From an optimization exercise on the open Yosys and OpenROAD flow, aimed at small area; shortcuts taken in it are not production practice. The RTL was checked by simulation tests, not by an equivalence proof against the original design. Power and IR drop assume default switching activity.

## run 1
## riscv_core
module riscv_core (
	input  logic        clk,
	input  logic        rst,
	input  logic [31:0] instr,
	output logic [31:0] pc,
	output logic        store_valid,
	output logic [31:0] store_addr,
	output logic [31:0] store_data
);
	logic [6:0] opcode;
	logic [2:0] f3;
	logic       is_r, is_iop, is_i, is_alu, is_ld, is_st, is_br, is_jal;
	logic       reg_write, sub_mode, pc_op;
	assign opcode = instr[6:0];
	assign f3     = instr[14:12];
	assign is_r   = (opcode == 7'b0110011);
	assign is_iop = (opcode == 7'b0010011);
	assign is_i   = is_iop & (f3[1:0] != 2'b01);  
	assign is_alu = is_r | is_i;
	assign is_ld  = (opcode == 7'b0000011);
	assign is_st  = (opcode == 7'b0100011);
	assign is_br  = (opcode == 7'b1100011);
	assign is_jal = (opcode == 7'b1101111);
	assign reg_write = is_alu | is_ld | is_jal;
	assign pc_op     = is_br | is_jal;
	assign sub_mode  = (is_r & (f3 == 3'b000) & instr[30]) |
	                   (is_alu & (f3[2:1] == 2'b01));
	logic [31:1] pc_q;
	logic [31:0] rs1, rs2, wd, mem_rdata;
	assign pc = {pc_q, 1'b0};  
	logic [31:0] imm;
	assign imm[31:20] = {12{instr[31]}};
	assign imm[19:12] = is_jal ? instr[19:12] : {8{instr[31]}};
	assign imm[11]    = is_br ? instr[7] : is_jal ? instr[20] : instr[31];
	assign imm[10:5]  = instr[30:25];
	assign imm[4:1]   = (is_st | is_br) ? instr[11:8] : instr[24:21];
	assign imm[0]     = is_st ? instr[7] : (is_br | is_jal) ? 1'b0 : instr[20];
	logic [31:0] op_a, op_b, sum, p, g;
	logic        cout, lt, ltu;
	assign op_a[0] = rs1[0] & ~pc_op;
	for (genvar b = 1; b < 32; b++) begin : g_opa
		g_mux2 u_opa (.a0(rs1[b]), .a1(pc_q[b]), .s(pc_op), .s_n(~pc_op), .y(op_a[b]));
	end
	assign op_b = (is_r ? rs2 : imm) ^ {32{sub_mode}};
	add32 u_add (
		.a  (op_a),
		.b  (op_b),
		.ci (sub_mode),
		.s  (sum),
		.p  (p),
		.g  (g),
		.co (cout)
	);
	assign ltu = ~cout;
	assign lt  = p[31] ? sum[31] : rs1[31];
	logic [31:0] sh_in, sh_out;
	logic        left;
	assign left = ~f3[2];
	for (genvar b = 0; b < 32; b++) begin : g_rev
		g_mux2 u_rev (.a0(rs1[b]), .a1(rs1[31-b]), .s(left), .s_n(f3[2]), .y(sh_in[b]));
	end
	alu u_sh (
		.x    (sh_in),
		.sh   (rs2[4:0]),
		.fill (instr[30] & f3[2] & rs1[31]),
		.y    (sh_out)
	);
	logic [31:0] pc4;
  ...
For scale: ~130 I/O pins, about 110000 um2 of cells after synthesis.
==> flow/config.mk <==
export PLATFORM = sky130hd
export DESIGN_NAME = riscv_core
export DESIGN_NICKNAME = riscv_core
export VERILOG_FILES = /design/flow/design.v
export SDC_FILE = /design/flow/constraint.sdc
export NUM_CORES = 4
export LEC_CHECK = 0
export CAP_MARGIN = 20
export CORE_MARGIN = 2
export CORE_UTILIZATION = 50
export SLEW_MARGIN = 20
export SYNTH_HIERARCHICAL = 1
==> flow/constraint.sdc <==
create_clock -name core_clock -period 14.0 [get_ports {clk}]
set_input_delay 2.8000 -clock core_clock [delete_from_list [all_inputs] [get_ports {clk}]]
set_output_delay 2.8000 -clock core_clock [all_outputs]
set_load 0.01 [all_outputs]
standard.sh (not shown) runs the stock make flow with config.mk's settings and CLKGATE_MAP_FILE= SYNTH_SCRIPT=/design/flow/synth_recipe.tcl, a recipe that flattens the netlist after the stock synthesis.
==> flow/flow/run.sh <==
#!/bin/bash
# Layout flow: the standard ORFS flow (standard.sh, with its standard synthesis) with two
# changes:
#  - ports are buffered with buf_2 instead of the default delay cell,
#  - clock tree synthesis inserts no dummy loads (sinks clustered 25 per leaf, 60 um),
#  - after global routing, gates off the critical paths are downsized (RECOVER_POWER).
# The full output of the ORFS run (every tool) is written to orfs_flow.log in this folder;
# ORFS also keeps each step's own log under orfs/logs/.
set -euo pipefail
export BUFFER_PORTS_ARGS="-buffer_cell sky130_fd_sc_hd__buf_2"
export RECOVER_POWER=100
export CTS_ARGS="-sink_clustering_enable -repair_clock_nets -sink_clustering_size 25 -sink_clustering_max_diameter 60 -dont_use_dummy_load"
bash standard.sh finish > orfs_flow.log 2>&1
Run 1 ran in full, but the layout does not pass; the checks complain about capacitance limit, slew limit.
Here is what was changed in the inputs of run 2 compared with run 1.
Settings: CTS_CLUSTER_DIAMETER now 60, previously not set; CTS_CLUSTER_SIZE now 25, previously not set.
==> flow/run.sh (new file) <==
#!/bin/bash
# synth_recipe.tcl (not shown) runs the flow's synth.tcl, then flattens the netlist and writes it again
# the make line also repeats each setting of config.mk as NAME=value (left out here)
make -C /OpenROAD-flow-scripts/flow DESIGN_CONFIG=/design/flow/config.mk WORK_HOME=/design/flow/orfs CLKGATE_MAP_FILE= SYNTH_SCRIPT=/design/flow/synth_recipe.tcl finish
removed: flow/flow/run.sh
removed: flow/standard.sh
[summary]
Across run 1 and run 2, a clean result was obtained everywhere but in run 1.
The flow for run 1 finished, though final verification flagged capacitance limit, slew limit.
For number of antenna violations at the first check in global routing, dividing the value from run 1 by the value from run 2 gives 0.77.
Type of the worst setup path: primary input to primary output -> run 2, primary input to flop -> run 1
Going from run 1 to run 2, the area of the multi-input gates was found to have gone up by 430 um2.
Worst slack after detailed placement (higher): run 1
Cells: run 2 has more instances than run 1
Where clock period minus final worst setup slack is concerned, run 1 is better than run 2.
#### Input delta (run 3 over run 2)
Settings: a deleted CTS_CLUSTER_SIZE that had been 25; a deleted CTS_CLUSTER_DIAMETER that had been 60.
==> flow/flow/run.sh (new file) <==
#!/bin/bash
# Layout flow: the standard ORFS flow (standard.sh, with its standard synthesis) with two
# changes:
#  - ports are buffered with buf_2 instead of the default delay cell,
#  - clock tree synthesis inserts no dummy loads (sinks clustered 25 per leaf, 60 um).
# The full output of the ORFS run (every tool) is written to orfs_flow.log in this folder;
# ORFS also keeps each step's own log under orfs/logs/.
set -euo pipefail
export BUFFER_PORTS_ARGS="-buffer_cell sky130_fd_sc_hd__buf_2"
export CTS_ARGS="-sink_clustering_enable -repair_clock_nets -sink_clustering_size 25 -sink_clustering_max_diameter 60 -dont_use_dummy_load"
bash standard.sh finish > orfs_flow.log 2>&1
==> flow/standard.sh (new file) <==
#!/bin/bash
# synth_recipe.tcl (not shown) runs the flow's synth.tcl, then flattens the netlist and writes it again
# the make line also repeats each setting of config.mk as NAME=value (left out here)
make -C /OpenROAD-flow-scripts/flow DESIGN_CONFIG=/design/flow/config.mk WORK_HOME=/design/flow/orfs CLKGATE_MAP_FILE= SYNTH_SCRIPT=/design/flow/synth_recipe.tcl "${@:-finish}"
removed: flow/run.sh
Of run 3 and run 2, the higher logic gate share of total power belongs to run 3. Core util | run 3 vs run 2 | run 3 lower. Re fraction of area in multi-input gates: run 3 and run 2 aren't equal, and the higher value belongs to run 3. Per the comparison of run 3 with run 2, clock-buffer cell count down 7.4%; first-iteration DRC count down 832. Run comparison: run 3 timing endpoint of the critical path store_addr[31]; run 2 timing endpoint of the critical path store_addr[22].

separate check: timing with driven ports:
How much do the figures lean on ideal ports? The routed layouts below were timed once more, with nothing changed but the port constraints.
Step 1: set_driving_cell puts a clkbuf_16 on clk and a buf_2 on each other input, an assumption about the parent block.
Step 2 also shifts input and output timing later by t, the mid clock arrival at the registers, as if the neighbouring blocks saw the same clock.
Three values: no drivers, after step 1, after step 2; two values: the first two.
run	t, ns	setup WS [ns]	slew at the worst register clock pin (ns)	pins driven straight from the clock port
run 1	0.922	0.647 / 0.679 / -0.224	0.11 / 0.11	1
run 2	0.980	0.613 / 0.505 / 0.343	0.10 / 0.10	1
run 3	0.923	1.251 / 1.196 / 0.721	0.10 / 0.10	1
For run 1, which loses most, drivers alone change the setup slack by +0.032 ns; drivers and shift together by -0.871 ns.
